Source: an optimization exercise on an open RTL-to-GDS flow (aim: small area, a short achievable clock period and few clock cycles per item). Production flows keep margins and buffers that such runs may drop. RTL that was checked went through simulation tests only; none was proved equivalent to the original. Function not checked in run 2: the RTL went through the layout flow alone.

==> flow/design.v (outline; a module is shown in full before it is edited, if it fits) <==
// module cos_input_port: 31 lines
// module mul_cs: 296 lines
// module sq_cs: 224 lines
// module term_c2: 236 lines
// module term_c5: 150 lines
// module term_c3: 164 lines
// module term_c6: 124 lines
// module term_c4: 126 lines
// module term_c7: 214 lines
// module add_pfx: 28 lines
// module term_add: 20 lines
// module carry_pfx: 25 lines
// module cos_output_port: 56 lines
// module cos_taylor_top: 276 lines
module cos_taylor_top (
	input  logic                                    major_clk,
	input  logic                                    rst,
	input  logic                                    in_req,
	input  logic signed [cos_pkg::angle_width-1:0]  in_angle,
	output logic                                    in_ack,
	output logic                                    out_req,
	input  logic                                    out_ack,
	output logic signed [cos_pkg::result_width-1:0] out_result
);
  // ...
==> flow/flow/run.sh <==
#!/bin/bash
set -euo pipefail
MARGIN=$(cat flow/margin.txt)
bash standard.sh SETUP_SLACK_MARGIN="$MARGIN" TNS_END_PERCENT=100 finish > standard.log 2>&1
==> flow/flow/margin.txt <==
6.2
==> flow/standard.sh <==
#!/bin/bash
# synth_recipe.tcl (not shown) runs the flow's synth.tcl, then flattens the netlist and writes it again
# the make line also repeats each setting of config.mk as NAME=value (left out here)
make -C /OpenROAD-flow-scripts/flow DESIGN_CONFIG=/design/flow/config.mk WORK_HOME=/design/flow/orfs CLKGATE_MAP_FILE= SYNTH_SCRIPT=/design/flow/synth_recipe.tcl "${@:-finish}"
==> flow/config.mk <==
export PLATFORM = sky130hd
export DESIGN_NAME = cos_taylor_top
export DESIGN_NICKNAME = cos_taylor_top
export VERILOG_FILES = /design/flow/design.v
export SDC_FILE = /design/flow/constraint.sdc
export NUM_CORES = 4
export LEC_CHECK = 0
export CAP_MARGIN = 20
export CORE_MARGIN = 2
export CORE_UTILIZATION = 55
export CTS_CLUSTER_DIAMETER = 70
export CTS_CLUSTER_SIZE = 24
export PLACE_DENSITY = 0.7
export SLEW_MARGIN = 20
==> flow/constraint.sdc <==
create_clock -name core_clock -period 9.5 [get_ports {major_clk}]
set_input_delay 1.9000 -clock core_clock [delete_from_list [all_inputs] [get_ports {major_clk}]]
set_output_delay 1.9000 -clock core_clock [all_outputs]
set_load 0.01 [all_outputs]
==> impl_results.md, run 1 <==
* Post-Synth Simple-Gate Area at 4.27%
* Crit. path cell count at 11
* Worst Setup EP: q1_c$_DFFE_PP_
* CTS Root Cell: clkbuf_16
* Worst hold path type: reg2reg
* Status: no timing/DRC/antenna violations
* CP startpoint: u_cos_input_port.angle[9]$_DFFE_PN_
* Worst path max stage delay at between 400 and 500 ps
* Global route overflow at 0
* Residual DRC at 0
* Max-slew headroom at 30.5%
* Die width at around 410 µm
* GPL Wtd Cong at 0.914
* HP Start: rb_bd[4][12]$_DFF_P_
* Seq_cells at between 1000 and 1500
* Critical Path End Type: flop
* Clock Latency Late Sink at a little under 800 ps
* Post-Synthesis Cells at 8587
* Met3 Usage GRT at about 4.3%
* Largest fanout on the critical path at 4
* Vias in the first global route at 63165
* Wire length on met1 at a little over 90000 µm
* Signal buffers at around 230
* Sequential cell area at 0.0270 mm²
* Setup TNS at 0 ps
* Post-Synth Adder-Cell Area at ~34%
* Top flop regs: rb_c x150, rb_s x150
* R2r worst-path depth at 11
* Worst path most repeated cell: fa_1
* Final #Nets at ~10000
Testbench counts, summed over its fixed seeds: cycles 4,344, items 2,048.
==> module mul_cs, before the edit <==
module mul_cs (
	input  logic [17:0] x,
	input  logic [7:0]  one,
	input  logic [7:0]  two,
	input  logic [7:0]  neg,
	output logic [24:0] r0,
	output logic [24:0] r1,
	output logic        cin
);
	wire b = x[17] ^ neg[7];
	wire m1 = (((one[0] & x[8]) | (two[0] & x[7])) ^ neg[0]) ^ (((one[1] & x[6]) | (two[1] & x[5])) ^ neg[1]);
	wire m2 = (((one[0] & x[8]) | (two[0] & x[7])) ^ neg[0]) & (((one[1] & x[6]) | (two[1] & x[5])) ^ neg[1]);
	wire m3 = (((one[0] & x[9]) | (two[0] & x[8])) ^ neg[0]) ^ (((one[1] & x[7]) | (two[1] & x[6])) ^ neg[1]);
	wire m4 = (((one[0] & x[9]) | (two[0] & x[8])) ^ neg[0]) & (((one[1] & x[7]) | (two[1] & x[6])) ^ neg[1]);
	wire m5 = (((one[0] & x[10]) | (two[0] & x[9])) ^ neg[0]) ^ (((one[1] & x[8]) | (two[1] & x[7])) ^ neg[1]) ^ (((one[2] & x[6]) | (two[2] & x[5])) ^ neg[2]);
	wire m6 = ((((one[0] & x[10]) | (two[0] & x[9])) ^ neg[0]) & (((one[1] & x[8]) | (two[1] & x[7])) ^ neg[1])) | ((((one[0] & x[10]) | (two[0] & x[9])) ^ neg[0]) & (((one[2] & x[6]) | (two[2] & x[5])) ^ neg[2])) | ((((one[1] & x[8]) | (two[1] & x[7])) ^ neg[1]) & (((one[2] & x[6]) | (two[2] & x[5])) ^ neg[2]));
	wire m7 = (((one[3] & x[4]) | (two[3] & x[3])) ^ neg[3]) ^ (((one[4] & x[2]) | (two[4] & x[1])) ^ neg[4]);
	wire m8 = (((one[3] & x[4]) | (two[3] & x[3])) ^ neg[3]) & (((one[4] & x[2]) | (two[4] & x[1])) ^ neg[4]);
	wire m9 = (((one[0] & x[11]) | (two[0] & x[10])) ^ neg[0]) ^ (((one[1] & x[9]) | (two[1] & x[8])) ^ neg[1]) ^ (((one[2] & x[7]) | (two[2] & x[6])) ^ neg[2]);
	wire m10 = ((((one[0] & x[11]) | (two[0] & x[10])) ^ neg[0]) & (((one[1] & x[9]) | (two[1] & x[8])) ^ neg[1])) | ((((one[0] & x[11]) | (two[0] & x[10])) ^ neg[0]) & (((one[2] & x[7]) | (two[2] & x[6])) ^ neg[2])) | ((((one[1] & x[9]) | (two[1] & x[8])) ^ neg[1]) & (((one[2] & x[7]) | (two[2] & x[6])) ^ neg[2]));
	wire m11 = (((one[3] & x[5]) | (two[3] & x[4])) ^ neg[3]) ^ (((one[4] & x[3]) | (two[4] & x[2])) ^ neg[4]);
	wire m12 = (((one[3] & x[5]) | (two[3] & x[4])) ^ neg[3]) & (((one[4] & x[3]) | (two[4] & x[2])) ^ neg[4]);
	wire m13 = (((one[0] & x[12]) | (two[0] & x[11])) ^ neg[0]) ^ (((one[1] & x[10]) | (two[1] & x[9])) ^ neg[1]) ^ (((one[2] & x[8]) | (two[2] & x[7])) ^ neg[2]);
	wire m14 = ((((one[0] & x[12]) | (two[0] & x[11])) ^ neg[0]) & (((one[1] & x[10]) | (two[1] & x[9])) ^ neg[1])) | ((((one[0] & x[12]) | (two[0] & x[11])) ^ neg[0]) & (((one[2] & x[8]) | (two[2] & x[7])) ^ neg[2])) | ((((one[1] & x[10]) | (two[1] & x[9])) ^ neg[1]) & (((one[2] & x[8]) | (two[2] & x[7])) ^ neg[2]));
	wire m15 = (((one[3] & x[6]) | (two[3] & x[5])) ^ neg[3]) ^ (((one[4] & x[4]) | (two[4] & x[3])) ^ neg[4]) ^ (((one[5] & x[2]) | (two[5] & x[1])) ^ neg[5]);
	wire m16 = ((((one[3] & x[6]) | (two[3] & x[5])) ^ neg[3]) & (((one[4] & x[4]) | (two[4] & x[3])) ^ neg[4])) | ((((one[3] & x[6]) | (two[3] & x[5])) ^ neg[3]) & (((one[5] & x[2]) | (two[5] & x[1])) ^ neg[5])) | ((((one[4] & x[4]) | (two[4] & x[3])) ^ neg[4]) & (((one[5] & x[2]) | (two[5] & x[1])) ^ neg[5]));
	wire m17 = ((one[6] & x[0]) ^ neg[6]) ^ neg[6];
	wire m18 = ((one[6] & x[0]) ^ neg[6]) & neg[6];
	wire m19 = (((one[0] & x[13]) | (two[0] & x[12])) ^ neg[0]) ^ (((one[1] & x[11]) | (two[1] & x[10])) ^ neg[1]) ^ (((one[2] & x[9]) | (two[2] & x[8])) ^ neg[2]);
	wire m20 = ((((one[0] & x[13]) | (two[0] & x[12])) ^ neg[0]) & (((one[1] & x[11]) | (two[1] & x[10])) ^ neg[1])) | ((((one[0] & x[13]) | (two[0] & x[12])) ^ neg[0]) & (((one[2] & x[9]) | (two[2] & x[8])) ^ neg[2])) | ((((one[1] & x[11]) | (two[1] & x[10])) ^ neg[1]) & (((one[2] & x[9]) | (two[2] & x[8])) ^ neg[2]));
	wire m21 = (((one[3] & x[7]) | (two[3] & x[6])) ^ neg[3]) ^ (((one[4] & x[5]) | (two[4] & x[4])) ^ neg[4]) ^ (((one[5] & x[3]) | (two[5] & x[2])) ^ neg[5]);
	wire m22 = ((((one[3] & x[7]) | (two[3] & x[6])) ^ neg[3]) & (((one[4] & x[5]) | (two[4] & x[4])) ^ neg[4])) | ((((one[3] & x[7]) | (two[3] & x[6])) ^ neg[3]) & (((one[5] & x[3]) | (two[5] & x[2])) ^ neg[5])) | ((((one[4] & x[5]) | (two[4] & x[4])) ^ neg[4]) & (((one[5] & x[3]) | (two[5] & x[2])) ^ neg[5]));
	wire m23 = (((one[6] & x[1]) | (two[6] & x[0])) ^ neg[6]) ^ b;
	wire m24 = (((one[6] & x[1]) | (two[6] & x[0])) ^ neg[6]) & b;
	wire m25 = (((one[0] & x[14]) | (two[0] & x[13])) ^ neg[0]) ^ (((one[1] & x[12]) | (two[1] & x[11])) ^ neg[1]) ^ (((one[2] & x[10]) | (two[2] & x[9])) ^ neg[2]);
	wire m26 = ((((one[0] & x[14]) | (two[0] & x[13])) ^ neg[0]) & (((one[1] & x[12]) | (two[1] & x[11])) ^ neg[1])) | ((((one[0] & x[14]) | (two[0] & x[13])) ^ neg[0]) & (((one[2] & x[10]) | (two[2] & x[9])) ^ neg[2])) | ((((one[1] & x[12]) | (two[1] & x[11])) ^ neg[1]) & (((one[2] & x[10]) | (two[2] & x[9])) ^ neg[2]));
	wire m27 = (((one[3] & x[8]) | (two[3] & x[7])) ^ neg[3]) ^ (((one[4] & x[6]) | (two[4] & x[5])) ^ neg[4]) ^ (((one[5] & x[4]) | (two[5] & x[3])) ^ neg[5]);
	wire m28 = ((((one[3] & x[8]) | (two[3] & x[7])) ^ neg[3]) & (((one[4] & x[6]) | (two[4] & x[5])) ^ neg[4])) | ((((one[3] & x[8]) | (two[3] & x[7])) ^ neg[3]) & (((one[5] & x[4]) | (two[5] & x[3])) ^ neg[5])) | ((((one[4] & x[6]) | (two[4] & x[5])) ^ neg[4]) & (((one[5] & x[4]) | (two[5] & x[3])) ^ neg[5]));
	wire m29 = (((one[6] & x[2]) | (two[6] & x[1])) ^ neg[6]) ^ ((one[7] & x[0]) ^ neg[7]) ^ (neg[7] ^ b);
	wire m30 = ((((one[6] & x[2]) | (two[6] & x[1])) ^ neg[6]) & ((one[7] & x[0]) ^ neg[7])) | ((((one[6] & x[2]) | (two[6] & x[1])) ^ neg[6]) & (neg[7] ^ b)) | (((one[7] & x[0]) ^ neg[7]) & (neg[7] ^ b));
	wire m31 = (((one[0] & x[15]) | (two[0] & x[14])) ^ neg[0]) ^ (((one[1] & x[13]) | (two[1] & x[12])) ^ neg[1]) ^ (((one[2] & x[11]) | (two[2] & x[10])) ^ neg[2]);
	wire m32 = ((((one[0] & x[15]) | (two[0] & x[14])) ^ neg[0]) & (((one[1] & x[13]) | (two[1] & x[12])) ^ neg[1])) | ((((one[0] & x[15]) | (two[0] & x[14])) ^ neg[0]) & (((one[2] & x[11]) | (two[2] & x[10])) ^ neg[2])) | ((((one[1] & x[13]) | (two[1] & x[12])) ^ neg[1]) & (((one[2] & x[11]) | (two[2] & x[10])) ^ neg[2]));
	wire m33 = (((one[3] & x[9]) | (two[3] & x[8])) ^ neg[3]) ^ (((one[4] & x[7]) | (two[4] & x[6])) ^ neg[4]) ^ (((one[5] & x[5]) | (two[5] & x[4])) ^ neg[5]);
	wire m34 = ((((one[3] & x[9]) | (two[3] & x[8])) ^ neg[3]) & (((one[4] & x[7]) | (two[4] & x[6])) ^ neg[4])) | ((((one[3] & x[9]) | (two[3] & x[8])) ^ neg[3]) & (((one[5] & x[5]) | (two[5] & x[4])) ^ neg[5])) | ((((one[4] & x[7]) | (two[4] & x[6])) ^ neg[4]) & (((one[5] & x[5]) | (two[5] & x[4])) ^ neg[5]));
	wire m35 = (((one[6] & x[3]) | (two[6] & x[2])) ^ neg[6]) ^ (((one[7] & x[1]) | (two[7] & x[0])) ^ neg[7]) ^ (neg[7] & b);
	wire m36 = ((((one[6] & x[3]) | (two[6] & x[2])) ^ neg[6]) & (((one[7] & x[1]) | (two[7] & x[0])) ^ neg[7])) | ((((one[6] & x[3]) | (two[6] & x[2])) ^ neg[6]) & (neg[7] & b)) | ((((one[7] & x[1]) | (two[7] & x[0])) ^ neg[7]) & (neg[7] & b));
	wire m37 = (((one[0] & x[16]) | (two[0] & x[15])) ^ neg[0]) ^ (((one[1] & x[14]) | (two[1] & x[13])) ^ neg[1]) ^ (((one[2] & x[12]) | (two[2] & x[11])) ^ neg[2]);
	wire m38 = ((((one[0] & x[16]) | (two[0] & x[15])) ^ neg[0]) & (((one[1] & x[14]) | (two[1] & x[13])) ^ neg[1])) | ((((one[0] & x[16]) | (two[0] & x[15])) ^ neg[0]) & (((one[2] & x[12]) | (two[2] & x[11])) ^ neg[2])) | ((((one[1] & x[14]) | (two[1] & x[13])) ^ neg[1]) & (((one[2] & x[12]) | (two[2] & x[11])) ^ neg[2]));
	wire m39 = (((one[3] & x[10]) | (two[3] & x[9])) ^ neg[3]) ^ (((one[4] & x[8]) | (two[4] & x[7])) ^ neg[4]) ^ (((one[5] & x[6]) | (two[5] & x[5])) ^ neg[5]);
	wire m40 = ((((one[3] & x[10]) | (two[3] & x[9])) ^ neg[3]) & (((one[4] & x[8]) | (two[4] & x[7])) ^ neg[4])) | ((((one[3] & x[10]) | (two[3] & x[9])) ^ neg[3]) & (((one[5] & x[6]) | (two[5] & x[5])) ^ neg[5])) | ((((one[4] & x[8]) | (two[4] & x[7])) ^ neg[4]) & (((one[5] & x[6]) | (two[5] & x[5])) ^ neg[5]));
	wire m41 = (((one[6] & x[4]) | (two[6] & x[3])) ^ neg[6]) ^ (((one[7] & x[2]) | (two[7] & x[1])) ^ neg[7]);
	wire m42 = (((one[6] & x[4]) | (two[6] & x[3])) ^ neg[6]) & (((one[7] & x[2]) | (two[7] & x[1])) ^ neg[7]);
	wire m43 = (((one[0] & x[17]) | (two[0] & x[16])) ^ neg[0]) ^ (((one[1] & x[15]) | (two[1] & x[14])) ^ neg[1]) ^ (((one[2] & x[13]) | (two[2] & x[12])) ^ neg[2]);
	wire m44 = ((((one[0] & x[17]) | (two[0] & x[16])) ^ neg[0]) & (((one[1] & x[15]) | (two[1] & x[14])) ^ neg[1])) | ((((one[0] & x[17]) | (two[0] & x[16])) ^ neg[0]) & (((one[2] & x[13]) | (two[2] & x[12])) ^ neg[2])) | ((((one[1] & x[15]) | (two[1] & x[14])) ^ neg[1]) & (((one[2] & x[13]) | (two[2] & x[12])) ^ neg[2]));
	wire m45 = (((one[3] & x[11]) | (two[3] & x[10])) ^ neg[3]) ^ (((one[4] & x[9]) | (two[4] & x[8])) ^ neg[4]) ^ (((one[5] & x[7]) | (two[5] & x[6])) ^ neg[5]);
	wire m46 = ((((one[3] & x[11]) | (two[3] & x[10])) ^ neg[3]) & (((one[4] & x[9]) | (two[4] & x[8])) ^ neg[4])) | ((((one[3] & x[11]) | (two[3] & x[10])) ^ neg[3]) & (((one[5] & x[7]) | (two[5] & x[6])) ^ neg[5])) | ((((one[4] & x[9]) | (two[4] & x[8])) ^ neg[4]) & (((one[5] & x[7]) | (two[5] & x[6])) ^ neg[5]));
	wire m47 = (((one[6] & x[5]) | (two[6] & x[4])) ^ neg[6]) ^ (((one[7] & x[3]) | (two[7] & x[2])) ^ neg[7]);
	wire m48 = (((one[6] & x[5]) | (two[6] & x[4])) ^ neg[6]) & (((one[7] & x[3]) | (two[7] & x[2])) ^ neg[7]);
	wire m49 = ~(((one[0] | two[0]) & x[17]) ^ neg[0]) ^ (((one[1] & x[16]) | (two[1] & x[15])) ^ neg[1]) ^ (((one[2] & x[14]) | (two[2] & x[13])) ^ neg[2]);
	wire m50 = (~(((one[0] | two[0]) & x[17]) ^ neg[0]) & (((one[1] & x[16]) | (two[1] & x[15])) ^ neg[1])) | (~(((one[0] | two[0]) & x[17]) ^ neg[0]) & (((one[2] & x[14]) | (two[2] & x[13])) ^ neg[2])) | ((((one[1] & x[16]) | (two[1] & x[15])) ^ neg[1]) & (((one[2] & x[14]) | (two[2] & x[13])) ^ neg[2]));
	wire m51 = (((one[3] & x[12]) | (two[3] & x[11])) ^ neg[3]) ^ (((one[4] & x[10]) | (two[4] & x[9])) ^ neg[4]) ^ (((one[5] & x[8]) | (two[5] & x[7])) ^ neg[5]);
	wire m52 = ((((one[3] & x[12]) | (two[3] & x[11])) ^ neg[3]) & (((one[4] & x[10]) | (two[4] & x[9])) ^ neg[4])) | ((((one[3] & x[12]) | (two[3] & x[11])) ^ neg[3]) & (((one[5] & x[8]) | (two[5] & x[7])) ^ neg[5])) | ((((one[4] & x[10]) | (two[4] & x[9])) ^ neg[4]) & (((one[5] & x[8]) | (two[5] & x[7])) ^ neg[5]));
	wire m53 = (((one[6] & x[6]) | (two[6] & x[5])) ^ neg[6]) ^ (((one[7] & x[4]) | (two[7] & x[3])) ^ neg[7]) ^ 1'b1;
	wire m54 = ((((one[6] & x[6]) | (two[6] & x[5])) ^ neg[6]) & (((one[7] & x[4]) | (two[7] & x[3])) ^ neg[7])) | ((((one[6] & x[6]) | (two[6] & x[5])) ^ neg[6]) & 1'b1) | ((((one[7] & x[4]) | (two[7] & x[3])) ^ neg[7]) & 1'b1);
	wire m55 = (((one[1] & x[17]) | (two[1] & x[16])) ^ neg[1]) ^ (((one[2] & x[15]) | (two[2] & x[14])) ^ neg[2]) ^ (((one[3] & x[13]) | (two[3] & x[12])) ^ neg[3]);
	wire m56 = ((((one[1] & x[17]) | (two[1] & x[16])) ^ neg[1]) & (((one[2] & x[15]) | (two[2] & x[14])) ^ neg[2])) | ((((one[1] & x[17]) | (two[1] & x[16])) ^ neg[1]) & (((one[3] & x[13]) | (two[3] & x[12])) ^ neg[3])) | ((((one[2] & x[15]) | (two[2] & x[14])) ^ neg[2]) & (((one[3] & x[13]) | (two[3] & x[12])) ^ neg[3]));
	wire m57 = (((one[4] & x[11]) | (two[4] & x[10])) ^ neg[4]) ^ (((one[5] & x[9]) | (two[5] & x[8])) ^ neg[5]) ^ (((one[6] & x[7]) | (two[6] & x[6])) ^ neg[6]);
	wire m58 = ((((one[4] & x[11]) | (two[4] & x[10])) ^ neg[4]) & (((one[5] & x[9]) | (two[5] & x[8])) ^ neg[5])) | ((((one[4] & x[11]) | (two[4] & x[10])) ^ neg[4]) & (((one[6] & x[7]) | (two[6] & x[6])) ^ neg[6])) | ((((one[5] & x[9]) | (two[5] & x[8])) ^ neg[5]) & (((one[6] & x[7]) | (two[6] & x[6])) ^ neg[6]));
	wire m59 = (((one[7] & x[5]) | (two[7] & x[4])) ^ neg[7]) ^ 1'b1;
	wire m60 = (((one[7] & x[5]) | (two[7] & x[4])) ^ neg[7]) & 1'b1;
	wire m61 = ~(((one[1] | two[1]) & x[17]) ^ neg[1]) ^ (((one[2] & x[16]) | (two[2] & x[15])) ^ neg[2]) ^ (((one[3] & x[14]) | (two[3] & x[13])) ^ neg[3]);
	wire m62 = (~(((one[1] | two[1]) & x[17]) ^ neg[1]) & (((one[2] & x[16]) | (two[2] & x[15])) ^ neg[2])) | (~(((one[1] | two[1]) & x[17]) ^ neg[1]) & (((one[3] & x[14]) | (two[3] & x[13])) ^ neg[3])) | ((((one[2] & x[16]) | (two[2] & x[15])) ^ neg[2]) & (((one[3] & x[14]) | (two[3] & x[13])) ^ neg[3]));
	wire m63 = (((one[4] & x[12]) | (two[4] & x[11])) ^ neg[4]) ^ (((one[5] & x[10]) | (two[5] & x[9])) ^ neg[5]) ^ (((one[6] & x[8]) | (two[6] & x[7])) ^ neg[6]);
	wire m64 = ((((one[4] & x[12]) | (two[4] & x[11])) ^ neg[4]) & (((one[5] & x[10]) | (two[5] & x[9])) ^ neg[5])) | ((((one[4] & x[12]) | (two[4] & x[11])) ^ neg[4]) & (((one[6] & x[8]) | (two[6] & x[7])) ^ neg[6])) | ((((one[5] & x[10]) | (two[5] & x[9])) ^ neg[5]) & (((one[6] & x[8]) | (two[6] & x[7])) ^ neg[6]));
	wire m65 = (((one[2] & x[17]) | (two[2] & x[16])) ^ neg[2]) ^ (((one[3] & x[15]) | (two[3] & x[14])) ^ neg[3]) ^ (((one[4] & x[13]) | (two[4] & x[12])) ^ neg[4]);
	wire m66 = ((((one[2] & x[17]) | (two[2] & x[16])) ^ neg[2]) & (((one[3] & x[15]) | (two[3] & x[14])) ^ neg[3])) | ((((one[2] & x[17]) | (two[2] & x[16])) ^ neg[2]) & (((one[4] & x[13]) | (two[4] & x[12])) ^ neg[4])) | ((((one[3] & x[15]) | (two[3] & x[14])) ^ neg[3]) & (((one[4] & x[13]) | (two[4] & x[12])) ^ neg[4]));
	wire m67 = (((one[5] & x[11]) | (two[5] & x[10])) ^ neg[5]) ^ (((one[6] & x[9]) | (two[6] & x[8])) ^ neg[6]);
	wire m68 = (((one[5] & x[11]) | (two[5] & x[10])) ^ neg[5]) & (((one[6] & x[9]) | (two[6] & x[8])) ^ neg[6]);
	wire m69 = ~(((one[2] | two[2]) & x[17]) ^ neg[2]) ^ (((one[3] & x[16]) | (two[3] & x[15])) ^ neg[3]) ^ (((one[4] & x[14]) | (two[4] & x[13])) ^ neg[4]);
	wire m70 = (~(((one[2] | two[2]) & x[17]) ^ neg[2]) & (((one[3] & x[16]) | (two[3] & x[15])) ^ neg[3])) | (~(((one[2] | two[2]) & x[17]) ^ neg[2]) & (((one[4] & x[14]) | (two[4] & x[13])) ^ neg[4])) | ((((one[3] & x[16]) | (two[3] & x[15])) ^ neg[3]) & (((one[4] & x[14]) | (two[4] & x[13])) ^ neg[4]));
	wire m71 = (((one[3] & x[17]) | (two[3] & x[16])) ^ neg[3]) ^ (((one[4] & x[15]) | (two[4] & x[14])) ^ neg[4]);
	wire m72 = (((one[3] & x[17]) | (two[3] & x[16])) ^ neg[3]) & (((one[4] & x[15]) | (two[4] & x[14])) ^ neg[4]);
	wire m73 = (((one[0] & x[4]) | (two[0] & x[3])) ^ neg[0]) ^ (((one[1] & x[2]) | (two[1] & x[1])) ^ neg[1]);
	wire m74 = (((one[0] & x[4]) | (two[0] & x[3])) ^ neg[0]) & (((one[1] & x[2]) | (two[1] & x[1])) ^ neg[1]);
	wire m75 = (((one[0] & x[5]) | (two[0] & x[4])) ^ neg[0]) ^ (((one[1] & x[3]) | (two[1] & x[2])) ^ neg[1]);
	wire m76 = (((one[0] & x[5]) | (two[0] & x[4])) ^ neg[0]) & (((one[1] & x[3]) | (two[1] & x[2])) ^ neg[1]);
	wire m77 = (((one[0] & x[6]) | (two[0] & x[5])) ^ neg[0]) ^ (((one[1] & x[4]) | (two[1] & x[3])) ^ neg[1]) ^ (((one[2] & x[2]) | (two[2] & x[1])) ^ neg[2]);
	wire m78 = ((((one[0] & x[6]) | (two[0] & x[5])) ^ neg[0]) & (((one[1] & x[4]) | (two[1] & x[3])) ^ neg[1])) | ((((one[0] & x[6]) | (two[0] & x[5])) ^ neg[0]) & (((one[2] & x[2]) | (two[2] & x[1])) ^ neg[2])) | ((((one[1] & x[4]) | (two[1] & x[3])) ^ neg[1]) & (((one[2] & x[2]) | (two[2] & x[1])) ^ neg[2]));
	wire m79 = ((one[3] & x[0]) ^ neg[3]) ^ neg[3];
	wire m80 = ((one[3] & x[0]) ^ neg[3]) & neg[3];
	wire m81 = (((one[0] & x[7]) | (two[0] & x[6])) ^ neg[0]) ^ (((one[1] & x[5]) | (two[1] & x[4])) ^ neg[1]) ^ (((one[2] & x[3]) | (two[2] & x[2])) ^ neg[2]);
	wire m82 = ((((one[0] & x[7]) | (two[0] & x[6])) ^ neg[0]) & (((one[1] & x[5]) | (two[1] & x[4])) ^ neg[1])) | ((((one[0] & x[7]) | (two[0] & x[6])) ^ neg[0]) & (((one[2] & x[3]) | (two[2] & x[2])) ^ neg[2])) | ((((one[1] & x[5]) | (two[1] & x[4])) ^ neg[1]) & (((one[2] & x[3]) | (two[2] & x[2])) ^ neg[2]));
	wire m83 = (((one[3] & x[1]) | (two[3] & x[0])) ^ neg[3]) ^ b;
	wire m84 = (((one[3] & x[1]) | (two[3] & x[0])) ^ neg[3]) & b;
	wire m85 = (((one[2] & x[4]) | (two[2] & x[3])) ^ neg[2]) ^ (((one[3] & x[2]) | (two[3] & x[1])) ^ neg[3]) ^ ((one[4] & x[0]) ^ neg[4]);
	wire m86 = ((((one[2] & x[4]) | (two[2] & x[3])) ^ neg[2]) & (((one[3] & x[2]) | (two[3] & x[1])) ^ neg[3])) | ((((one[2] & x[4]) | (two[2] & x[3])) ^ neg[2]) & ((one[4] & x[0]) ^ neg[4])) | ((((one[3] & x[2]) | (two[3] & x[1])) ^ neg[3]) & ((one[4] & x[0]) ^ neg[4]));
	wire m87 = neg[4] ^ b ^ m1;
	wire m88 = (neg[4] & b) | (neg[4] & m1) | (b & m1);
	wire m89 = (((one[2] & x[5]) | (two[2] & x[4])) ^ neg[2]) ^ (((one[3] & x[3]) | (two[3] & x[2])) ^ neg[3]) ^ (((one[4] & x[1]) | (two[4] & x[0])) ^ neg[4]);
	wire m90 = ((((one[2] & x[5]) | (two[2] & x[4])) ^ neg[2]) & (((one[3] & x[3]) | (two[3] & x[2])) ^ neg[3])) | ((((one[2] & x[5]) | (two[2] & x[4])) ^ neg[2]) & (((one[4] & x[1]) | (two[4] & x[0])) ^ neg[4])) | ((((one[3] & x[3]) | (two[3] & x[2])) ^ neg[3]) & (((one[4] & x[1]) | (two[4] & x[0])) ^ neg[4]));
	wire m91 = b ^ m2 ^ m3;
	wire m92 = (b & m2) | (b & m3) | (m2 & m3);
	wire m93 = ((one[5] & x[0]) ^ neg[5]) ^ neg[5] ^ b;
	wire m94 = (((one[5] & x[0]) ^ neg[5]) & neg[5]) | (((one[5] & x[0]) ^ neg[5]) & b) | (neg[5] & b);
	wire m95 = m4 ^ m5 ^ m7;
	wire m96 = (m4 & m5) | (m4 & m7) | (m5 & m7);
	wire m97 = (((one[5] & x[1]) | (two[5] & x[0])) ^ neg[5]) ^ b ^ m6;
	wire m98 = ((((one[5] & x[1]) | (two[5] & x[0])) ^ neg[5]) & b) | ((((one[5] & x[1]) | (two[5] & x[0])) ^ neg[5]) & m6) | (b & m6);
	wire m99 = m8 ^ m9 ^ m11;
	wire m100 = (m8 & m9) | (m8 & m11) | (m9 & m11);
	wire m101 = b ^ m10 ^ m12;
	wire m102 = (b & m10) | (b & m12) | (m10 & m12);
	wire m103 = m13 ^ m15 ^ m17;
	wire m104 = (m13 & m15) | (m13 & m17) | (m15 & m17);
	wire m105 = m14 ^ m16 ^ m18;
	wire m106 = (m14 & m16) | (m14 & m18) | (m16 & m18);
	wire m107 = m19 ^ m21 ^ m23;
	wire m108 = (m19 & m21) | (m19 & m23) | (m21 & m23);
	wire m109 = m20 ^ m22 ^ m24;
	wire m110 = (m20 & m22) | (m20 & m24) | (m22 & m24);
	wire m111 = m25 ^ m27 ^ m29;
	wire m112 = (m25 & m27) | (m25 & m29) | (m27 & m29);
	wire m113 = m26 ^ m28 ^ m30;
	wire m114 = (m26 & m28) | (m26 & m30) | (m28 & m30);
	wire m115 = m31 ^ m33 ^ m35;
	wire m116 = (m31 & m33) | (m31 & m35) | (m33 & m35);
	wire m117 = m32 ^ m34 ^ m36;
	wire m118 = (m32 & m34) | (m32 & m36) | (m34 & m36);
	wire m119 = m37 ^ m39 ^ m41;
	wire m120 = (m37 & m39) | (m37 & m41) | (m39 & m41);
	wire m121 = m38 ^ m40 ^ m42;
	wire m122 = (m38 & m40) | (m38 & m42) | (m40 & m42);
	wire m123 = m43 ^ m45 ^ m47;
	wire m124 = (m43 & m45) | (m43 & m47) | (m45 & m47);
	wire m125 = m44 ^ m46 ^ m48;
	wire m126 = (m44 & m46) | (m44 & m48) | (m46 & m48);
	wire m127 = m49 ^ m51 ^ m53;
	wire m128 = (m49 & m51) | (m49 & m53) | (m51 & m53);
	wire m129 = m50 ^ m52 ^ m54;
	wire m130 = (m50 & m52) | (m50 & m54) | (m52 & m54);
	wire m131 = m55 ^ m57 ^ m59;
	wire m132 = (m55 & m57) | (m55 & m59) | (m57 & m59);
	wire m133 = (((one[7] & x[6]) | (two[7] & x[5])) ^ neg[7]) ^ m56 ^ m58;
	wire m134 = ((((one[7] & x[6]) | (two[7] & x[5])) ^ neg[7]) & m56) | ((((one[7] & x[6]) | (two[7] & x[5])) ^ neg[7]) & m58) | (m56 & m58);
	wire m135 = m60 ^ m61 ^ m63;
	wire m136 = (m60 & m61) | (m60 & m63) | (m61 & m63);
	wire m137 = (((one[7] & x[7]) | (two[7] & x[6])) ^ neg[7]) ^ 1'b1 ^ m62;
	wire m138 = ((((one[7] & x[7]) | (two[7] & x[6])) ^ neg[7]) & 1'b1) | ((((one[7] & x[7]) | (two[7] & x[6])) ^ neg[7]) & m62) | (1'b1 & m62);
	wire m139 = m64 ^ m65 ^ m67;
	wire m140 = (m64 & m65) | (m64 & m67) | (m65 & m67);
	wire m141 = (((one[5] & x[12]) | (two[5] & x[11])) ^ neg[5]) ^ (((one[6] & x[10]) | (two[6] & x[9])) ^ neg[6]) ^ (((one[7] & x[8]) | (two[7] & x[7])) ^ neg[7]);
	wire m142 = ((((one[5] & x[12]) | (two[5] & x[11])) ^ neg[5]) & (((one[6] & x[10]) | (two[6] & x[9])) ^ neg[6])) | ((((one[5] & x[12]) | (two[5] & x[11])) ^ neg[5]) & (((one[7] & x[8]) | (two[7] & x[7])) ^ neg[7])) | ((((one[6] & x[10]) | (two[6] & x[9])) ^ neg[6]) & (((one[7] & x[8]) | (two[7] & x[7])) ^ neg[7]));
	wire m143 = m66 ^ m68 ^ m69;
	wire m144 = (m66 & m68) | (m66 & m69) | (m68 & m69);
	wire m145 = (((one[5] & x[13]) | (two[5] & x[12])) ^ neg[5]) ^ (((one[6] & x[11]) | (two[6] & x[10])) ^ neg[6]) ^ (((one[7] & x[9]) | (two[7] & x[8])) ^ neg[7]);
	wire m146 = ((((one[5] & x[13]) | (two[5] & x[12])) ^ neg[5]) & (((one[6] & x[11]) | (two[6] & x[10])) ^ neg[6])) | ((((one[5] & x[13]) | (two[5] & x[12])) ^ neg[5]) & (((one[7] & x[9]) | (two[7] & x[8])) ^ neg[7])) | ((((one[6] & x[11]) | (two[6] & x[10])) ^ neg[6]) & (((one[7] & x[9]) | (two[7] & x[8])) ^ neg[7]));
	wire m147 = 1'b1 ^ m70 ^ m71;
	wire m148 = (1'b1 & m70) | (1'b1 & m71) | (m70 & m71);
	wire m149 = ~(((one[3] | two[3]) & x[17]) ^ neg[3]) ^ (((one[4] & x[16]) | (two[4] & x[15])) ^ neg[4]) ^ (((one[5] & x[14]) | (two[5] & x[13])) ^ neg[5]);
	wire m150 = (~(((one[3] | two[3]) & x[17]) ^ neg[3]) & (((one[4] & x[16]) | (two[4] & x[15])) ^ neg[4])) | (~(((one[3] | two[3]) & x[17]) ^ neg[3]) & (((one[5] & x[14]) | (two[5] & x[13])) ^ neg[5])) | ((((one[4] & x[16]) | (two[4] & x[15])) ^ neg[4]) & (((one[5] & x[14]) | (two[5] & x[13])) ^ neg[5]));
	wire m151 = (((one[6] & x[12]) | (two[6] & x[11])) ^ neg[6]) ^ (((one[7] & x[10]) | (two[7] & x[9])) ^ neg[7]) ^ m72;
	wire m152 = ((((one[6] & x[12]) | (two[6] & x[11])) ^ neg[6]) & (((one[7] & x[10]) | (two[7] & x[9])) ^ neg[7])) | ((((one[6] & x[12]) | (two[6] & x[11])) ^ neg[6]) & m72) | ((((one[7] & x[10]) | (two[7] & x[9])) ^ neg[7]) & m72);
	wire m153 = (((one[4] & x[17]) | (two[4] & x[16])) ^ neg[4]) ^ (((one[5] & x[15]) | (two[5] & x[14])) ^ neg[5]) ^ (((one[6] & x[13]) | (two[6] & x[12])) ^ neg[6]);
	wire m154 = ((((one[4] & x[17]) | (two[4] & x[16])) ^ neg[4]) & (((one[5] & x[15]) | (two[5] & x[14])) ^ neg[5])) | ((((one[4] & x[17]) | (two[4] & x[16])) ^ neg[4]) & (((one[6] & x[13]) | (two[6] & x[12])) ^ neg[6])) | ((((one[5] & x[15]) | (two[5] & x[14])) ^ neg[5]) & (((one[6] & x[13]) | (two[6] & x[12])) ^ neg[6]));
	wire m155 = (((one[7] & x[11]) | (two[7] & x[10])) ^ neg[7]) ^ 1'b1;
	wire m156 = (((one[7] & x[11]) | (two[7] & x[10])) ^ neg[7]) & 1'b1;
	wire m157 = ~(((one[4] | two[4]) & x[17]) ^ neg[4]) ^ (((one[5] & x[16]) | (two[5] & x[15])) ^ neg[5]) ^ (((one[6] & x[14]) | (two[6] & x[13])) ^ neg[6]);
	wire m158 = (~(((one[4] | two[4]) & x[17]) ^ neg[4]) & (((one[5] & x[16]) | (two[5] & x[15])) ^ neg[5])) | (~(((one[4] | two[4]) & x[17]) ^ neg[4]) & (((one[6] & x[14]) | (two[6] & x[13])) ^ neg[6])) | ((((one[5] & x[16]) | (two[5] & x[15])) ^ neg[5]) & (((one[6] & x[14]) | (two[6] & x[13])) ^ neg[6]));
	wire m159 = (((one[5] & x[17]) | (two[5] & x[16])) ^ neg[5]) ^ (((one[6] & x[15]) | (two[6] & x[14])) ^ neg[6]);
	wire m160 = (((one[5] & x[17]) | (two[5] & x[16])) ^ neg[5]) & (((one[6] & x[15]) | (two[6] & x[14])) ^ neg[6]);
	wire m161 = (((one[0] & x[2]) | (two[0] & x[1])) ^ neg[0]) ^ ((one[1] & x[0]) ^ neg[1]);
	wire m162 = (((one[0] & x[2]) | (two[0] & x[1])) ^ neg[0]) & ((one[1] & x[0]) ^ neg[1]);
	wire m163 = (((one[0] & x[3]) | (two[0] & x[2])) ^ neg[0]) ^ (((one[1] & x[1]) | (two[1] & x[0])) ^ neg[1]);
	wire m164 = (((one[0] & x[3]) | (two[0] & x[2])) ^ neg[0]) & (((one[1] & x[1]) | (two[1] & x[0])) ^ neg[1]);
	wire m165 = ((one[2] & x[0]) ^ neg[2]) ^ neg[2] ^ b;
	wire m166 = (((one[2] & x[0]) ^ neg[2]) & neg[2]) | (((one[2] & x[0]) ^ neg[2]) & b) | (neg[2] & b);
	wire m167 = (((one[2] & x[1]) | (two[2] & x[0])) ^ neg[2]) ^ b ^ m74;
	wire m168 = ((((one[2] & x[1]) | (two[2] & x[0])) ^ neg[2]) & b) | ((((one[2] & x[1]) | (two[2] & x[0])) ^ neg[2]) & m74) | (b & m74);
	wire m169 = b ^ m76 ^ m77;
	wire m170 = (b & m76) | (b & m77) | (m76 & m77);
	wire m171 = m78 ^ m80 ^ m81;
	wire m172 = (m78 & m80) | (m78 & m81) | (m80 & m81);
	wire m173 = m82 ^ m84 ^ m85;
	wire m174 = (m82 & m84) | (m82 & m85) | (m84 & m85);
	wire m175 = m86 ^ m88 ^ m89;
	wire m176 = (m86 & m88) | (m86 & m89) | (m88 & m89);
	wire m177 = m90 ^ m92 ^ m93;
	wire m178 = (m90 & m92) | (m90 & m93) | (m92 & m93);
	wire m179 = m94 ^ m96 ^ m97;
	wire m180 = (m94 & m96) | (m94 & m97) | (m96 & m97);
	wire m181 = m98 ^ m100 ^ m101;
	wire m182 = (m98 & m100) | (m98 & m101) | (m100 & m101);
	wire m183 = m102 ^ m104 ^ m105;
	wire m184 = (m102 & m104) | (m102 & m105) | (m104 & m105);
	wire m185 = m106 ^ m108 ^ m109;
	wire m186 = (m106 & m108) | (m106 & m109) | (m108 & m109);
	wire m187 = m110 ^ m112 ^ m113;
	wire m188 = (m110 & m112) | (m110 & m113) | (m112 & m113);
	wire m189 = m114 ^ m116 ^ m117;
	wire m190 = (m114 & m116) | (m114 & m117) | (m116 & m117);
	wire m191 = m118 ^ m120 ^ m121;
	wire m192 = (m118 & m120) | (m118 & m121) | (m120 & m121);
	wire m193 = m122 ^ m124 ^ m125;
	wire m194 = (m122 & m124) | (m122 & m125) | (m124 & m125);
	wire m195 = m126 ^ m128 ^ m129;
	wire m196 = (m126 & m128) | (m126 & m129) | (m128 & m129);
	wire m197 = m130 ^ m132 ^ m133;
	wire m198 = (m130 & m132) | (m130 & m133) | (m132 & m133);
	wire m199 = m134 ^ m136 ^ m137;
	wire m200 = (m134 & m136) | (m134 & m137) | (m136 & m137);
	wire m201 = m138 ^ m140 ^ m141;
	wire m202 = (m138 & m140) | (m138 & m141) | (m140 & m141);
	wire m203 = m142 ^ m144 ^ m145;
	wire m204 = (m142 & m144) | (m142 & m145) | (m144 & m145);
	wire m205 = m146 ^ m148 ^ m149;
	wire m206 = (m146 & m148) | (m146 & m149) | (m148 & m149);
	wire m207 = m150 ^ m152 ^ m153;
	wire m208 = (m150 & m152) | (m150 & m153) | (m152 & m153);
	wire m209 = (((one[7] & x[12]) | (two[7] & x[11])) ^ neg[7]) ^ m154 ^ m156;
	wire m210 = ((((one[7] & x[12]) | (two[7] & x[11])) ^ neg[7]) & m154) | ((((one[7] & x[12]) | (two[7] & x[11])) ^ neg[7]) & m156) | (m154 & m156);
	wire m211 = (((one[7] & x[13]) | (two[7] & x[12])) ^ neg[7]) ^ 1'b1 ^ m158;
	wire m212 = ((((one[7] & x[13]) | (two[7] & x[12])) ^ neg[7]) & 1'b1) | ((((one[7] & x[13]) | (two[7] & x[12])) ^ neg[7]) & m158) | (1'b1 & m158);
	wire m213 = ~(((one[5] | two[5]) & x[17]) ^ neg[5]) ^ (((one[6] & x[16]) | (two[6] & x[15])) ^ neg[6]) ^ (((one[7] & x[14]) | (two[7] & x[13])) ^ neg[7]);
	wire m214 = (~(((one[5] | two[5]) & x[17]) ^ neg[5]) & (((one[6] & x[16]) | (two[6] & x[15])) ^ neg[6])) | (~(((one[5] | two[5]) & x[17]) ^ neg[5]) & (((one[7] & x[14]) | (two[7] & x[13])) ^ neg[7])) | ((((one[6] & x[16]) | (two[6] & x[15])) ^ neg[6]) & (((one[7] & x[14]) | (two[7] & x[13])) ^ neg[7]));
	wire m215 = (((one[6] & x[17]) | (two[6] & x[16])) ^ neg[6]) ^ (((one[7] & x[15]) | (two[7] & x[14])) ^ neg[7]);
	wire m216 = (((one[6] & x[17]) | (two[6] & x[16])) ^ neg[6]) & (((one[7] & x[15]) | (two[7] & x[14])) ^ neg[7]);
	wire m217 = ((one[0] & x[0]) ^ neg[0]) ^ neg[0];
	wire m218 = ((one[0] & x[0]) ^ neg[0]) & neg[0];
	wire m219 = (((one[0] & x[1]) | (two[0] & x[0])) ^ neg[0]) ^ b;
	wire m220 = (((one[0] & x[1]) | (two[0] & x[0])) ^ neg[0]) & b;
	wire m221 = neg[1] ^ b ^ m161;
	wire m222 = (neg[1] & b) | (neg[1] & m161) | (b & m161);
	wire m223 = b ^ m162 ^ m163;
	wire m224 = (b & m162) | (b & m163) | (m162 & m163);
	wire m225 = m73 ^ m164 ^ m165;
	wire m226 = (m73 & m164) | (m73 & m165) | (m164 & m165);
	wire m227 = m75 ^ m166 ^ m167;
	wire m228 = (m75 & m166) | (m75 & m167) | (m166 & m167);
	wire m229 = m79 ^ m168 ^ m169;
	wire m230 = (m79 & m168) | (m79 & m169) | (m168 & m169);
	wire m231 = m83 ^ m170 ^ m171;
	wire m232 = (m83 & m170) | (m83 & m171) | (m170 & m171);
	wire m233 = m87 ^ m172 ^ m173;
	wire m234 = (m87 & m172) | (m87 & m173) | (m172 & m173);
	wire m235 = m91 ^ m174 ^ m175;
	wire m236 = (m91 & m174) | (m91 & m175) | (m174 & m175);
	wire m237 = m95 ^ m176 ^ m177;
	wire m238 = (m95 & m176) | (m95 & m177) | (m176 & m177);
	wire m239 = m99 ^ m178 ^ m179;
	wire m240 = (m99 & m178) | (m99 & m179) | (m178 & m179);
	wire m241 = m103 ^ m180 ^ m181;
	wire m242 = (m103 & m180) | (m103 & m181) | (m180 & m181);
	wire m243 = m107 ^ m182 ^ m183;
	wire m244 = (m107 & m182) | (m107 & m183) | (m182 & m183);
	wire m245 = m111 ^ m184 ^ m185;
	wire m246 = (m111 & m184) | (m111 & m185) | (m184 & m185);
	wire m247 = m115 ^ m186 ^ m187;
	wire m248 = (m115 & m186) | (m115 & m187) | (m186 & m187);
	wire m249 = m119 ^ m188 ^ m189;
	wire m250 = (m119 & m188) | (m119 & m189) | (m188 & m189);
	wire m251 = m123 ^ m190 ^ m191;
	wire m252 = (m123 & m190) | (m123 & m191) | (m190 & m191);
	wire m253 = m127 ^ m192 ^ m193;
	wire m254 = (m127 & m192) | (m127 & m193) | (m192 & m193);
	wire m255 = m131 ^ m194 ^ m195;
	wire m256 = (m131 & m194) | (m131 & m195) | (m194 & m195);
	wire m257 = m135 ^ m196 ^ m197;
	wire m258 = (m135 & m196) | (m135 & m197) | (m196 & m197);
	wire m259 = m139 ^ m198 ^ m199;
	wire m260 = (m139 & m198) | (m139 & m199) | (m198 & m199);
	wire m261 = m143 ^ m200 ^ m201;
	wire m262 = (m143 & m200) | (m143 & m201) | (m200 & m201);
	wire m263 = m147 ^ m202 ^ m203;
	wire m264 = (m147 & m202) | (m147 & m203) | (m202 & m203);
	wire m265 = m151 ^ m204 ^ m205;
	wire m266 = (m151 & m204) | (m151 & m205) | (m204 & m205);
	wire m267 = m155 ^ m206 ^ m207;
	wire m268 = (m155 & m206) | (m155 & m207) | (m206 & m207);
	wire m269 = m157 ^ m208 ^ m209;
	wire m270 = (m157 & m208) | (m157 & m209) | (m208 & m209);
	wire m271 = m159 ^ m210 ^ m211;
	wire m272 = (m159 & m210) | (m159 & m211) | (m210 & m211);
	wire m273 = m160 ^ m212 ^ m213;
	wire m274 = (m160 & m212) | (m160 & m213) | (m212 & m213);
	wire m275 = 1'b1 ^ m214 ^ m215;
	wire m276 = (1'b1 & m214) | (1'b1 & m215) | (m214 & m215);
	wire m277 = ~(((one[6] | two[6]) & x[17]) ^ neg[6]) ^ (((one[7] & x[16]) | (two[7] & x[15])) ^ neg[7]) ^ m216;
	wire m278 = (~(((one[6] | two[6]) & x[17]) ^ neg[6]) & (((one[7] & x[16]) | (two[7] & x[15])) ^ neg[7])) | (~(((one[6] | two[6]) & x[17]) ^ neg[6]) & m216) | ((((one[7] & x[16]) | (two[7] & x[15])) ^ neg[7]) & m216);
	wire m279 = (((one[7] & x[17]) | (two[7] & x[16])) ^ neg[7]) ^ 1'b1;
	wire m280 = (((one[7] & x[17]) | (two[7] & x[16])) ^ neg[7]) & 1'b1;
	wire m_co;
	carry_pfx #(.W(8)) u_m_co (.a({m230, m228, m226, m224, m222, m220, m218, b}), .b({m231, m229, m227, m225, m223, m221, m219, m217}), .co(m_co));
	assign r0 = {~(((one[7] | two[7]) & x[17]) ^ neg[7]), m278, m276, m274, m272, m270, m268, m266, m264, m262, m260, m258, m256, m254, m252, m250, m248, m246, m244, m242, m240, m238, m236, m234, m232};
	assign r1 = {m280, m279, m277, m275, m273, m271, m269, m267, m265, m263, m261, m259, m257, m255, m253, m251, m249, m247, m245, m243, m241, m239, m237, m235, m233};
	assign cin = m_co;
endmodule
==> module cos_taylor_top, before the edit <==
module cos_taylor_top (
	input  logic                                    major_clk,
	input  logic                                    rst,
	input  logic                                    in_req,
	input  logic signed [cos_pkg::angle_width-1:0]  in_angle,
	output logic                                    in_ack,
	output logic                                    out_req,
	input  logic                                    out_ack,
	output logic signed [cos_pkg::result_width-1:0] out_result
);
	localparam int NM = 6;    
	localparam int LC = 8;    
	localparam int CW = 33 - LC;
	function automatic logic [23:0] booth(input logic [15:0] a);
		logic [16:0] e;
		logic [7:0]  one, two, neg;
		e = {a, 1'b0};
		for (int i = 0; i < 8; i++) begin
			neg[i] = e[2*i+2];
			one[i] = e[2*i+1] ^ e[2*i];
			two[i] = (e[2*i+2] & ~e[2*i+1] & ~e[2*i]) | (~e[2*i+2] & e[2*i+1] & e[2*i]);
		end
		booth = {neg, two, one};
	endfunction
	logic        a0_v;
	logic [15:0] a0_ang;
	logic        q1_take;
	cos_input_port u_cos_input_port (
		.major_clk (major_clk),
		.rst       (rst),
		.in_req    (in_req),
		.in_angle  (in_angle),
		.in_ack    (in_ack),
		.take      (q1_take),
		.angle     (a0_ang),
		.angle_v   (a0_v)
	);
	logic [17:0] sq_r0, sq_r1;
	logic        sq_c;
	sq_cs u_sq (.a(a0_ang), .r0(sq_r0), .r1(sq_r1), .cin(sq_c));
	logic        q1_v;
	logic [17:0] q1_r0, q1_r1;
	logic        q1_c;
	logic [15:0] q1_a;
	logic        recirc;       
	logic        q1_go;        
	assign q1_go   = q1_v && !recirc;
	assign q1_take = !q1_v || q1_go;
	always_ff @(posedge major_clk) begin
		if (rst)
			q1_v <= 1'b0;
		else
			q1_v <= (a0_v && q1_take) || (q1_v && !q1_go);
	end
	always_ff @(posedge major_clk) begin
		if (q1_take) begin
			q1_r0 <= sq_r0;
			q1_r1 <= sq_r1;
			q1_c  <= sq_c;
			q1_a  <= a0_ang;
		end
	end
	logic [17:0] new_x;
	logic [15:0] new_acc;
	add_pfx #(.W(18)) u_p2 (.a(q1_r0), .b(q1_r1), .cin(q1_c), .s(new_x));
	logic [15:0] na_a, na_b, na_x, na_m;
	assign na_a = {~q1_r0[13:0], 2'b00};
	assign na_b = {~q1_r1[13:0], 2'b00};
	assign na_x = na_a ^ na_b ^ 16'h4004;
	assign na_m = (na_a & na_b) | ((na_a | na_b) & 16'h4004);
	add_pfx #(.W(16)) u_na (.a(na_x), .b({na_m[14:2], ~q1_c, 2'b00}), .cin(1'b0), .s(new_acc));
	logic        ra_v   [1:NM];
	logic        ra_p2  [1:NM];    
	logic        ra_pk  [1:NM];    
	logic [17:0] ra_x   [1:NM];
	logic [23:0] ra_bd  [1:NM];
	logic [15:0] ra_acc [1:NM];
	logic        rb_v   [1:NM];
	logic        rb_p2  [1:NM];
	logic        rb_pk  [1:NM];
	logic [CW-1:0] rb_s [1:NM];
	logic [CW-1:0] rb_c [1:NM];
	logic        rb_ci  [1:NM];
	logic [23:0] rb_bd  [1:NM];
	logic [15:0] rb_acc [1:NM];
	logic        rb_tv  [1:NM];    
	logic [15:0] rb_t0  [1:NM];
	logic [15:0] rb_t1  [1:NM];
	logic        rb_tc  [1:NM];
	logic        r0_v, r0_p2, r0_pk;
	logic [17:0] r0_x;
	logic [23:0] r0_bd;
	logic [15:0] r0_acc;
	for (genvar m = 1; m <= NM; m++) begin : g_stage
		logic [CW-1:0] s, c;
		logic          ci;
		mul_cs u_mul (
			.x   (ra_x[m]),
			.one (ra_bd[m][7:0]),
			.two (ra_bd[m][15:8]),
			.neg (ra_bd[m][23:16]),
			.r0  (s),
			.r1  (c),
			.cin (ci)
		);
		logic [15:0] t0, t1;
		logic        tc, tv;
		if (m == 1) begin : g_t
			term_c4 u_t (.x(ra_x[m]), .r0(t0), .r1(t1), .cin(tc));
			assign tv = ra_p2[m] && !ra_pk[m];
		end else if (m == 3) begin : g_t
			logic [15:0] a0, a1, b0, b1;
			logic        ac, bc;
			term_c2 u_ta (.x(ra_x[m]), .r0(a0), .r1(a1), .cin(ac));
			term_c5 u_tb (.x(ra_x[m]), .r0(b0), .r1(b1), .cin(bc));
			assign t0 = ra_p2[m] ? b0 : a0;
			assign t1 = ra_p2[m] ? b1 : a1;
			assign tc = ra_p2[m] ? bc : ac;
			assign tv = !ra_pk[m];
		end else if (m == 5) begin : g_t
			logic [15:0] a0, a1, b0, b1;
			logic        ac, bc;
			term_c3 u_ta (.x(ra_x[m]), .r0(a0), .r1(a1), .cin(ac));
			term_c6 u_tb (.x(ra_x[m]), .r0(b0), .r1(b1), .cin(bc));
			assign t0 = ra_p2[m] ? b0 : a0;
			assign t1 = ra_p2[m] ? b1 : a1;
			assign tc = ra_p2[m] ? bc : ac;
			assign tv = !ra_pk[m];
		end else begin : g_t
			assign t0 = '0;
			assign t1 = '0;
			assign tc = 1'b0;
			assign tv = 1'b0;
		end
		always_ff @(posedge major_clk) begin
			if (rst)
				rb_v[m] <= 1'b0;
			else
				rb_v[m] <= ra_v[m];
		end
		always_ff @(posedge major_clk) begin
			rb_p2[m]  <= ra_p2[m];
			rb_pk[m]  <= ra_pk[m];
			rb_s[m]   <= s;
			rb_c[m]   <= c;
			rb_ci[m]  <= ci;
			rb_bd[m]  <= ra_bd[m];
			rb_acc[m] <= ra_acc[m];
			rb_tv[m]  <= tv;
			rb_t0[m]  <= t0;
			rb_t1[m]  <= t1;
			rb_tc[m]  <= tc;
		end
		logic [CW-1:0] yw;
		logic [17:0]   y;
		logic [15:0]   acc_n;
		add_pfx #(.W(CW)) u_y (.a(rb_s[m]), .b(rb_c[m]), .cin(rb_ci[m]), .s(yw));
		assign y = yw[CW-1:15-LC];
		term_add u_add (
			.acc (rb_acc[m]),
			.en  (rb_tv[m]),
			.r0  (rb_t0[m]),
			.r1  (rb_t1[m]),
			.cin (rb_tc[m]),
			.sum (acc_n)
		);
		if (m < NM) begin : g_next
			always_ff @(posedge major_clk) begin
				if (rst)
					ra_v[m+1] <= 1'b0;
				else
					ra_v[m+1] <= rb_v[m];
			end
			always_ff @(posedge major_clk) begin
				ra_p2[m+1]  <= rb_p2[m];
				ra_pk[m+1]  <= rb_pk[m];
				ra_x[m+1]   <= y;
				ra_bd[m+1]  <= rb_bd[m];
				ra_acc[m+1] <= acc_n;
			end
		end else begin : g_last
			always_ff @(posedge major_clk) begin
				if (rst)
					r0_v <= 1'b0;
				else
					r0_v <= rb_v[m];
			end
			always_ff @(posedge major_clk) begin
				r0_p2  <= rb_p2[m];
				r0_pk  <= rb_pk[m];
				r0_x   <= rb_pk[m] ? rb_bd[m][17:0] : y;   
				r0_bd  <= rb_bd[m];
				r0_acc <= acc_n;
			end
		end
	end
	logic        credit;
	logic        leave;
	logic [17:0] p14;
	logic [3:0]  pk_in;    
	logic [3:0]  pk_out;   
	assign leave  = r0_v && r0_p2 && credit &&
	                (r0_pk ? (r0_bd[21:18] == pk_out) : (pk_in == pk_out));
	assign recirc = r0_v && !leave;
	assign p14    = r0_x;
	always_ff @(posedge major_clk) begin
		if (rst) begin
			pk_in  <= '0;
			pk_out <= '0;
		end else begin
			if (recirc && r0_p2 && !r0_pk)
				pk_in <= pk_in + 1'b1;
			if (leave && r0_pk)
				pk_out <= pk_out + 1'b1;
		end
	end
	always_ff @(posedge major_clk) begin
		if (rst)
			ra_v[1] <= 1'b0;
		else
			ra_v[1] <= recirc || q1_v;
	end
	always_ff @(posedge major_clk) begin
		if (recirc) begin
			ra_p2[1]  <= 1'b1;
			ra_pk[1]  <= r0_p2;
			ra_x[1]   <= r0_x;
			ra_bd[1]  <= (r0_p2 && !r0_pk) ? {r0_bd[23:22], pk_in, r0_x} : r0_bd;
			ra_acc[1] <= r0_acc;
		end else begin
			ra_p2[1]  <= 1'b0;
			ra_pk[1]  <= 1'b0;
			ra_x[1]   <= new_x;
			ra_bd[1]  <= booth(q1_a);
			ra_acc[1] <= new_acc;
		end
	end
	logic [15:0] t7_0, t7_1;
	logic        t7_c;
	term_c7 u_t7 (.x(p14), .r0(t7_0), .r1(t7_1), .cin(t7_c));
	logic        e1_v;
	logic [15:0] e1_acc, e1_t0, e1_t1;
	logic        e1_tc;
	always_ff @(posedge major_clk) begin
		if (rst)
			e1_v <= 1'b0;
		else
			e1_v <= leave;
	end
	always_ff @(posedge major_clk) begin
		e1_acc <= r0_acc;
		e1_t0  <= t7_0;
		e1_t1  <= t7_1;
		e1_tc  <= t7_c;
	end
	logic [15:0] res;
	term_add u_add7 (
		.acc (e1_acc),
		.en  (1'b1),
		.r0  (e1_t0),
		.r1  (e1_t1),
		.cin (e1_tc),
		.sum (res)
	);
	cos_output_port u_cos_output_port (
		.major_clk  (major_clk),
		.rst        (rst),
		.res_v      (e1_v),
		.res        (res),
		.credit     (credit),
		.pend_v     (e1_v),
		.out_req    (out_req),
		.out_ack    (out_ack),
		.out_result (out_result)
	);
endmodule
==> run 2: changes to the inputs <==
--- a/flow/design.v
+++ b/flow/design.v
@@ -43,6 +43,6 @@
 	input  logic [7:0]  two,
 	input  logic [7:0]  neg,
-	output logic [24:0] r0,
-	output logic [24:0] r1,
+	output logic [21:0] r0,
+	output logic [21:0] r1,
 	output logic        cin
 );
@@ -329,7 +329,7 @@
 	wire m280 = (((one[7] & x[17]) | (two[7] & x[16])) ^ neg[7]) & 1'b1;
 	wire m_co;
-	carry_pfx #(.W(8)) u_m_co (.a({m230, m228, m226, m224, m222, m220, m218, b}), .b({m231, m229, m227, m225, m223, m221, m219, m217}), .co(m_co));
-	assign r0 = {~(((one[7] | two[7]) & x[17]) ^ neg[7]), m278, m276, m274, m272, m270, m268, m266, m264, m262, m260, m258, m256, m254, m252, m250, m248, m246, m244, m242, m240, m238, m236, m234, m232};
-	assign r1 = {m280, m279, m277, m275, m273, m271, m269, m267, m265, m263, m261, m259, m257, m255, m253, m251, m249, m247, m245, m243, m241, m239, m237, m235, m233};
+	carry_pfx #(.W(11)) u_m_co (.a({m236, m234, m232, m230, m228, m226, m224, m222, m220, m218, b}), .b({m237, m235, m233, m231, m229, m227, m225, m223, m221, m219, m217}), .co(m_co));
+	assign r0 = {~(((one[7] | two[7]) & x[17]) ^ neg[7]), m278, m276, m274, m272, m270, m268, m266, m264, m262, m260, m258, m256, m254, m252, m250, m248, m246, m244, m242, m240, m238};
+	assign r1 = {m280, m279, m277, m275, m273, m271, m269, m267, m265, m263, m261, m259, m257, m255, m253, m251, m249, m247, m245, m243, m241, m239};
 	assign cin = m_co;
 endmodule
@@ -1719,5 +1719,5 @@
 );
 	localparam int NM = 6;    
-	localparam int LC = 8;    
+	localparam int LC = 11;   
 	localparam int CW = 33 - LC;
 	function automatic logic [23:0] booth(input logic [15:0] a);
--- a/flow/config.mk
+++ b/flow/config.mk
@@ -8,7 +8,5 @@
 export CAP_MARGIN = 20
 export CORE_MARGIN = 2
-export CORE_UTILIZATION = 55
-export CTS_CLUSTER_DIAMETER = 70
-export CTS_CLUSTER_SIZE = 24
-export PLACE_DENSITY = 0.7
+export CORE_UTILIZATION = 40
+export PLACE_DENSITY = 0.6
 export SLEW_MARGIN = 20
==> impl_results.md, run 2 <==
* Residual DRC at 0 (unchanged)
* Top post-synthesis cells by area: dfxtp_1 26%, fa_1 25%, ha_1 8.9%
* Antenna-violating nets left at 0
* WL per Instance at between 20 and 25 µm
* Global-route wire length before repair at around 360000 µm
* CP Launch Type: flop
* Count leader, synth: inv_1
* Total clock sinks at between 1000 and 1500
* Worst EP arrival at around 4100 ps
* Critical Path End Type: flop
* Global route overflow at 0 (unchanged)
* Register area share after synthesis at around 29%
* Area Growth Syn to Fin at 13.2%
* Main flop type after synthesis: dfxtp_1
* Slew Viols, Final at 0
* Worst EP required at 10200 ps
* Yosys warns at 60
* Synthesized flop and latch total at ~1200
* Commonest non-fill, non-tap cells in the layout: 1281 x inv_1, 1110 x fa_1, 935 x dfxtp_1
* Unrepaired setup endpoints after global routing: true
* Full die area at 0.224 mm²
* Worst hold path type: reg2reg
* Core Rows at approximately 170
* Max-slew headroom at 29.2% (-1.3 points)
* Max cap viols at 0
* Synth area leader: dfxtp_1
* Bufs on Longest Clock Path at 3
* CP max-delay cell: fa_1
* Vias in the first global route at 62364 (-1.3%)
* Final setup vio count at 0
* Global route hottest layer: met2
* Port bufs at 37
* Met1 Use GR at approximately 28%
* Die width at 474 µm (+16%)
* Clock Latency Late Sink at 810 ps (+30 ps)
* Initial antenna violation count at 9
* IO Count at 38
* Mean post-synth cell area at roughly 11 µm²
* Final #Nets at 10073 (-0.38%)
* Initial Util at between 40 and 50%
* Yosys cell types at 74
* Most common cell after layout, fill and taps aside: inv_1
* Pin count of the biggest net entering global routing at between 80 and 90
* Filler Cells Inserted at a little over 20000
* Cells after DPL at between 10000 and 15000
* Total GRT Usage at 20.3%
* Setup TNS at 0 ps (unchanged)
* Syn_nets at approximately 10000
* Post-Layout Cell Count at roughly 11000
* Final min period at about 3400 ps
* Largest fanout on the critical path at 5 (+1)
* Met3 Usage GRT at 3.36% (-0.90 points)
* Layout cells sized above 1 at between 10 and 15%
* Status: no timing/DRC/antenna violations
* Commonest cells post-synth: 1304 x inv_1, 1139 x dfxtp_1, 1118 x fa_1
* Yosys top cell area share at 25.9%
* Clk slew on worst S/H paths at 60 ps
* Via density at between 5 and 6
* Worst path max stage delay at 490 ps (about the same)
* CTS Root Cell: clkbuf_16
* Asr flop ratio synth at 0%
* Final core utilization at 45.5%
* H-tree depth at 4
* DP HPWL at roughly 160000 µm
* CTS buffer count at around 140
* Post-synth EDFFs at roughly 100
* Die Height at around 470 µm
* GPL Wtd Cong at 0.879 (-3.8%)
* Worst Tran Pin Value at ~1100 ps
* Vias at roughly 59000
* Critical path class: reg2reg
* Fin Clk Skew at ~50 ps
* Final Hold Viols at 0
* Initial DRT Pass Iterations at 6
* Mapped Area at slightly below 0.09 mm²
* Critical Path, Cell by Cell: buf_12 > buf_4 > a22oi_2 > xor2_1 > fa_1 > fa_1 > fa_1 > inv_1 > ha_1 > o21a_1 > o211ai_1 > a21oi_1 > a211o_1
* Max frequency at about 290 MHz
* Hold Buf Count CTS at 0
* Top flop regs: ra_bd x144, rb_bd x144
* Core Footprint at 0.220 mm²
* Iteration-0 DRC Markers at 4738
* Routed WL at 228000 µm
* Met2 usage at 31.9%
* Post-Synthesis Cells at 8343 (-2.8%)
* CTS tree: yes
* Worst path most repeated cell: fa_1
* Ratio of final minimum period to clock period at a little over a third
## run 2: cell count changes after synthesis, sizes merged, moves of 11 or more
cell,change
o21ai,-28
o21a,+33
nand2,-69
nand2b,-11
a21oi,-56
nor2,-25
xor2,+144
and2,+74
nor3,+14
nor2b,-14
inv,-131
dfxtp,-36
xnor2,-142
## run 2: per-stage QoR
| step | area, µm² | setup slack (ps) | hold slack [ps] |
|---|---|---|---|
| final | 99800 | 6050 | 283 |
| after global routing | 99800 | 5870 | 280 |
| after CTS | 98100 | 5990 | 273 |
| after detailed placement | 90900 | 5310 | 312 |
| after global placement | 90800 | 5400 | 310 |
| after floorplan | 89100 | 5990 | 310 |
## run 2: what timing repair did
item | CTS | global route
gates cloned | 1 | 4
gates resized for setup | 386 | 156
hold endpoints to repair | 0 | 0
setup endpoints to repair | 332 | 190
setup buffers | 161 | 120
pin swaps | 8 | 42
## run 2: worst paths after layout
path,from,end,slack [ps],depth (start not counted)
hold / removal,rb_bd[4][5]$_DFF_P_,ra_bd[5][5]$_DFF_P_,280,0
hold reg to reg,rb_bd[4][5]$_DFF_P_,ra_bd[5][5]$_DFF_P_,280,0
setup reg to reg,ra_x[5][2]$_DFF_P_,rb_ci[5]$_DFF_P_,6050,13
setup / recovery,ra_x[5][2]$_DFF_P_,rb_ci[5]$_DFF_P_,6050,13
## run 2: cells by family after synthesis
family	Yosys count	synth area share [%]
adder cells (fa/ha/maj)	1744	34.3
flip-flops	1240	29.3
AO/OA/AOI/OAI	1482	11.8
XOR/XNOR	1125	11.2
multiplexers	86	1.05
buffers and inverters	1878	8.00
AND/OR/NAND/NOR	788	4.46
## run 2: layout make-up
cell class	instances	area [µm²]	area share, %
Multi-Input combinational cell	5225	56000	56.1
Inverter	1305	4970	4.98
Sequential cell	1240	26500	26.5
Timing Repair Buffer	399	3830	3.84
Clock buffer	173	3780	3.78
Tap cell	2871	3590	3.60
Clock inverter	81	1180	1.18
Antenna cell	3	7.51	0.00752
## run 2: critical path: cells and delay by family (launching register included)
kind,cells,cell delay (ps)
adder cells (fa/ha/maj),4,1690
flip-flops,1,360
XOR/XNOR,1,220
buffers and inverters,3,300
AO/OA/AOI/OAI,5,770
## run 2: routing by layer
| layer | wire [µm] | up-vias |
|---|---|---|
| met5 | 0 | - |
| met4 | 6370 | 0 |
| met3 | 15900 | 430 |
| met2 | 104000 | 2100 |
| met1 | 101000 | 29649 |
| li1 | - | 26711 |

## afterwards: timing with drivers on the ports
The results above use ideal ports. As a check the final layouts listed here were re-extracted and re-timed, cells and wires unchanged. Step 1 (the two cells are an assumption about what drives the block):
set clk [get_ports {major_clk}]
set_driving_cell -lib_cell sky130_fd_sc_hd__clkbuf_16 $clk
set_driving_cell -lib_cell sky130_fd_sc_hd__buf_2 [delete_from_list [all_inputs] $clk]
Step 2 moves the port delays by t, midway between the first and last clock arrival at a register: inputs arrive t later, outputs are due t later. That takes back most of the time a late clock gives input paths. Slacks: no drivers / after step 1 / after step 2; pairs: no drivers / after step 1.
| run | shift t [ns] | setup WS [ns] | latest minus earliest clock arrival (ns) | cell pins on the clock port's net |
|---|---|---|---|---|
| run 1 | 0.834 | 6.231 / 6.183 / 6.231 | 0.069 / 0.069 | 1 |
| run 2 | 0.877 | 6.055 / 6.055 / 5.963 | 0.051 / 0.051 | 1 |
After both steps setup and hold are still met in every run listed. For run 2, which loses most, drivers alone change the setup slack by 0.000 ns; drivers and shift together by -0.092 ns.
